This is an optimization exercise on Yosys and OpenROAD, whose aim is a short achievable clock period, not a production implementation.
Only simulation tests tie the RTL to the original design; equivalence was not proved.
The clock port is modelled as an ideal driver; clocking choices that lean on that would not hold on a real chip.
Power and IR drop assume default switching activity.

Setup of job 101:
// mem_stage
module mem_stage #(
    parameter int DEPTH  = 256,
    parameter int ADDR_W = 8
) (
    input  logic        clk,
    input  logic        rst,
    input  logic [37:0] pipeline_reg_in,
    input  logic        stall,
    output logic [36:0] pipeline_reg_out,
    output logic [2:0]  mem_op_dest,
    output logic        mem_wb_en,
    output logic [15:0] store_count,
    output logic        mem_addr_err
);
    logic [15:0]       alu_result_s;
    logic              mem_write_en_s;
    logic [15:0]       mem_write_data_s;
    logic              wb_result_mux_s;
    logic [ADDR_W-1:0] addr_s;
    logic [15:0]       half_s [2];
    logic              oob_s;
    logic              store_en_s;
    logic              fwd_s;
    logic [15:0] mem_r [DEPTH];
    logic [20:0] out_r;      
    logic [15:0] half_n_r [2];  
    logic [15:0] count_r;
    logic              wbuf_valid_r;
    logic [ADDR_W-1:0] wbuf_addr_r;
    logic [15:0]       wbuf_data_r;
    assign alu_result_s     = pipeline_reg_in[37:22];
    assign mem_write_en_s   = pipeline_reg_in[21];
    assign mem_write_data_s = pipeline_reg_in[20:5];
    assign wb_result_mux_s  = pipeline_reg_in[0];
    assign addr_s           = alu_result_s[ADDR_W-1:0];
    assign fwd_s            = wbuf_valid_r && (wbuf_addr_r == addr_s);
    assign mem_op_dest = pipeline_reg_in[3:1];
    assign mem_wb_en   = pipeline_reg_in[4];
    always_comb begin
        oob_s = 1'b0;
        oob_s = ((alu_result_s >> ADDR_W) != 16'd0) && (mem_write_en_s || wb_result_mux_s) && !stall;
        store_en_s = mem_write_en_s && !stall && !rst && !oob_s;
    end
    always_comb begin
        for (int h = 0; h < 2; h++) begin
            half_s[h] = 16'h0000;
            if (!oob_s && addr_s[ADDR_W-1] == 1'(h)) begin
                half_s[h] = fwd_s ? wbuf_data_r : mem_r[{1'(h), addr_s[ADDR_W-2:0]}];
            end
        end
    end
    always_ff @(posedge clk) begin
        wbuf_valid_r <= store_en_s;
        wbuf_addr_r  <= addr_s;
  ...
For scale: about 7700 cells after synthesis, about 4200 flip-flops, ~99 I/O pins, ~0.16 sq mm of cells after synthesis.
==> module mem_stage, before the edit <==
module mem_stage #(
    parameter int DEPTH  = 256,
    parameter int ADDR_W = 8
) (
    input  logic        clk,
    input  logic        rst,
    input  logic [37:0] pipeline_reg_in,
    input  logic        stall,
    output logic [36:0] pipeline_reg_out,
    output logic [2:0]  mem_op_dest,
    output logic        mem_wb_en,
    output logic [15:0] store_count,
    output logic        mem_addr_err
);
    logic [15:0]       alu_result_s;
    logic              mem_write_en_s;
    logic [15:0]       mem_write_data_s;
    logic              wb_result_mux_s;
    logic [ADDR_W-1:0] addr_s;
    logic [15:0]       half_s [2];
    logic              oob_s;
    logic              store_en_s;
    logic              fwd_s;
    logic [15:0] mem_r [DEPTH];
    logic [20:0] out_r;      
    logic [15:0] half_n_r [2];  
    logic [15:0] count_r;
    logic              wbuf_valid_r;
    logic [ADDR_W-1:0] wbuf_addr_r;
    logic [15:0]       wbuf_data_r;
    assign alu_result_s     = pipeline_reg_in[37:22];
    assign mem_write_en_s   = pipeline_reg_in[21];
    assign mem_write_data_s = pipeline_reg_in[20:5];
    assign wb_result_mux_s  = pipeline_reg_in[0];
    assign addr_s           = alu_result_s[ADDR_W-1:0];
    assign fwd_s            = wbuf_valid_r && (wbuf_addr_r == addr_s);
    assign mem_op_dest = pipeline_reg_in[3:1];
    assign mem_wb_en   = pipeline_reg_in[4];
    always_comb begin
        oob_s = 1'b0;
        oob_s = ((alu_result_s >> ADDR_W) != 16'd0) && (mem_write_en_s || wb_result_mux_s) && !stall;
        store_en_s = mem_write_en_s && !stall && !rst && !oob_s;
    end
    always_comb begin
        for (int h = 0; h < 2; h++) begin
            half_s[h] = 16'h0000;
            if (!oob_s && addr_s[ADDR_W-1] == 1'(h)) begin
                half_s[h] = fwd_s ? wbuf_data_r : mem_r[{1'(h), addr_s[ADDR_W-2:0]}];
            end
        end
    end
    always_ff @(posedge clk) begin
        wbuf_valid_r <= store_en_s;
        wbuf_addr_r  <= addr_s;
        wbuf_data_r  <= mem_write_data_s;
        if (wbuf_valid_r) begin
            mem_r[wbuf_addr_r] <= wbuf_data_r;
        end
    end
    always_ff @(posedge clk) begin
        if (rst) begin
            half_n_r[0] <= 16'hffff;
            half_n_r[1] <= 16'hffff;
            out_r     <= 21'd0;
            count_r   <= 16'd0;
        end else if (!stall) begin
            half_n_r[0] <= ~half_s[0];
            half_n_r[1] <= ~half_s[1];
            out_r     <= {alu_result_s, pipeline_reg_in[4:0]};
            if (store_en_s) begin
                count_r <= count_r + 16'd1;
            end
        end
    end
    logic err_r;
    always_ff @(posedge clk) begin
        if (rst) begin
            err_r <= 1'b0;
        end else if (oob_s) begin
            err_r <= 1'b1;
        end
    end
    assign mem_addr_err = err_r;
    assign pipeline_reg_out = {~(half_n_r[0] & half_n_r[1]), out_r};
    assign store_count      = count_r;
endmodule
Settings: LEC_CHECK=0, ABC_CLOCK_PERIOD_IN_PS=2500, CAP_MARGIN=20, CORE_MARGIN=2, CORE_UTILIZATION=40, SLEW_MARGIN=20; clock period 6.0 ns.
standard.sh (not shown) runs the stock make flow with config.mk's settings and CLKGATE_MAP_FILE= SYNTH_SCRIPT=/design/flow/synth_recipe.tcl, a recipe that flattens the netlist after the stock synthesis.
==> flow/flow/run.sh <==
#!/bin/bash
set -euo pipefail
M=${MARGIN:-3.3}
F="MATCH_CELL_FOOTPRINT=0"
export EXTRA_MARGINS="2.9 3.1 3.3"
export EXTRA_MARGINS_GRT="3.0 3.2 3.4"
bash standard.sh synth > synth.log 2>&1
bash standard.sh $F SETUP_SLACK_MARGIN=0 floorplan > floorplan.log 2>&1
bash standard.sh $F SETUP_SLACK_MARGIN=0 place > place.log 2>&1
bash standard.sh $F "POST_CTS_TCL=$PWD/flow/post_cts.tcl" SETUP_SLACK_MARGIN=$M TNS_END_PERCENT=5 cts > cts.log 2>&1
bash standard.sh $F "POST_GLOBAL_ROUTE_TCL=$PWD/flow/post_grt.tcl" SETUP_SLACK_MARGIN=$M TNS_END_PERCENT=5 route > route.log 2>&1
bash standard.sh $F SETUP_SLACK_MARGIN=$M finish > finish.log 2>&1
==> flow/flow/post_cts.tcl <==
# Extra setup repair after CTS (sourced by ORFS's cts.tcl through POST_CTS_TCL).
# The port buffers that buffer_ports inserts are delay-cell sized; give them a
# plain buffer first, then repair setup in rounds of rising margin so that each
# round works on the paths that are worst at that point.
foreach inst [get_cells -quiet {input* output*}] {
  set ref [get_property $inst ref_name]
  if {[string match "sky130_fd_sc_hd__clkdlybuf*" $ref] || [string match "sky130_fd_sc_hd__dlymetal*" $ref]
      || [string match "sky130_fd_sc_hd__dlygate*" $ref] || [string match "sky130_fd_sc_hd__buf_1" $ref]} {
    replace_cell $inst sky130_fd_sc_hd__buf_8
  }
}
estimate_parasitics -placement
report_worst_slack -max
foreach m $::env(EXTRA_MARGINS) {
  repair_timing -setup -setup_margin $m -repair_tns 100 -max_passes 200 -verbose
  report_worst_slack -max
}
set result [catch { detailed_placement } msg]
if { $result != 0 } {
  error "Detailed placement failed after extra repair: $msg"
}
check_placement -verbose
estimate_parasitics -placement
report_worst_slack -max
==> flow/flow/post_grt.tcl <==
# Extra setup repair after global routing (sourced by ORFS's global_route.tcl
# through POST_GLOBAL_ROUTE_TCL), on global-route parasitics and over every
# violating endpoint, in rounds of rising margin; then legalize and reroute the
# nets that changed.
estimate_parasitics -global_routing
report_worst_slack -max
foreach m $::env(EXTRA_MARGINS_GRT) {
  repair_timing -setup -setup_margin $m -repair_tns 100 -max_passes 200 -verbose
  report_worst_slack -max
}
global_route -start_incremental
detailed_placement
global_route -end_incremental
estimate_parasitics -global_routing
report_worst_slack -max
Here is what was changed in the inputs of job 102 compared with job 101.
--- a/flow/design.v
+++ b/flow/design.v
@@ -22,9 +22,9 @@
     logic              store_en_s;
     logic              fwd_s;
     logic [15:0] mem_r [DEPTH];
     logic [20:0] out_r;      
-    logic [15:0] half_n_r [2];  
+    logic [15:0] half_r [2];  
     logic [15:0] count_r;
     logic              wbuf_valid_r;
     logic [ADDR_W-1:0] wbuf_addr_r;
     logic [15:0]       wbuf_data_r;
@@ -58,15 +58,15 @@
         end
     end
     always_ff @(posedge clk) begin
         if (rst) begin
-            half_n_r[0] <= 16'hffff;
-            half_n_r[1] <= 16'hffff;
+            half_r[0] <= 16'd0;
+            half_r[1] <= 16'd0;
             out_r     <= 21'd0;
             count_r   <= 16'd0;
         end else if (!stall) begin
-            half_n_r[0] <= ~half_s[0];
-            half_n_r[1] <= ~half_s[1];
+            half_r[0] <= half_s[0];
+            half_r[1] <= half_s[1];
             out_r     <= {alu_result_s, pipeline_reg_in[4:0]};
             if (store_en_s) begin
                 count_r <= count_r + 16'd1;
             end
@@ -80,7 +80,7 @@
             err_r <= 1'b1;
         end
     end
     assign mem_addr_err = err_r;
-    assign pipeline_reg_out = {~(half_n_r[0] & half_n_r[1]), out_r};
+    assign pipeline_reg_out = {half_r[0] | half_r[1], out_r};
     assign store_count      = count_r;
 endmodule
==> results.txt <==
- Job 102: final area about 1.4% below job 101
- Between job 101 and job 102, the sequential cell area fraction in the yosys report figures differ only marginally.
- NOTE: wire length on met3 in job 102 falls short of that of job 101
- Between job 102 and job 101, it is job 102 whose measured slew at the worst slew-check pin is lower, by 0.031 ns.
- Compared with job 101, job 102 shows wire length of the first global-routing pass lower by 3.4%.
- [compare] base=job 101 new=job 102: total power lower, critical path depth shows a reduction of 9.
- In job 102 the number of nets in the finished design turned out 2.2% lower than in job 101.

## port drivers added, routing unchanged
In the flow no input, the clock included, has a driving cell. The finished layouts below were timed again as built, in two steps. Step 1 (the two cells are an assumption about what drives the block):
set clk [get_ports {clk}]
set_driving_cell -lib_cell sky130_fd_sc_hd__clkbuf_16 $clk
set_driving_cell -lib_cell sky130_fd_sc_hd__buf_2 [delete_from_list [all_inputs] $clk]
Step 2 moves the port delays by t, midway between the first and last clock arrival at a register: inputs arrive t later, outputs are due t later. That takes back most of the time a late clock gives input paths. a / b / c = ideal ports / drivers / drivers and shift; a / b = the first two.
| run | t, ns | setup slack, ns | hold slack, ns | worst register clock-pin slew, ns | worst slew at a driven data input, ns |
|---|---|---|---|---|---|
| job 101 | 1.067 | 3.081 / 2.636 / 1.569 | 0.310 / 0.251 / 0.500 | 0.07 / 0.07 | 0.68 |
| job 102 | 1.084 | 2.967 / 2.858 / 1.864 | 0.298 / 0.240 / 0.494 | 0.07 / 0.07 | 0.55 |
After both steps setup and hold are still met in every run listed. The setup slack of job 101, which loses most, moves by -0.445 ns with the drivers and by -1.512 ns with both steps.
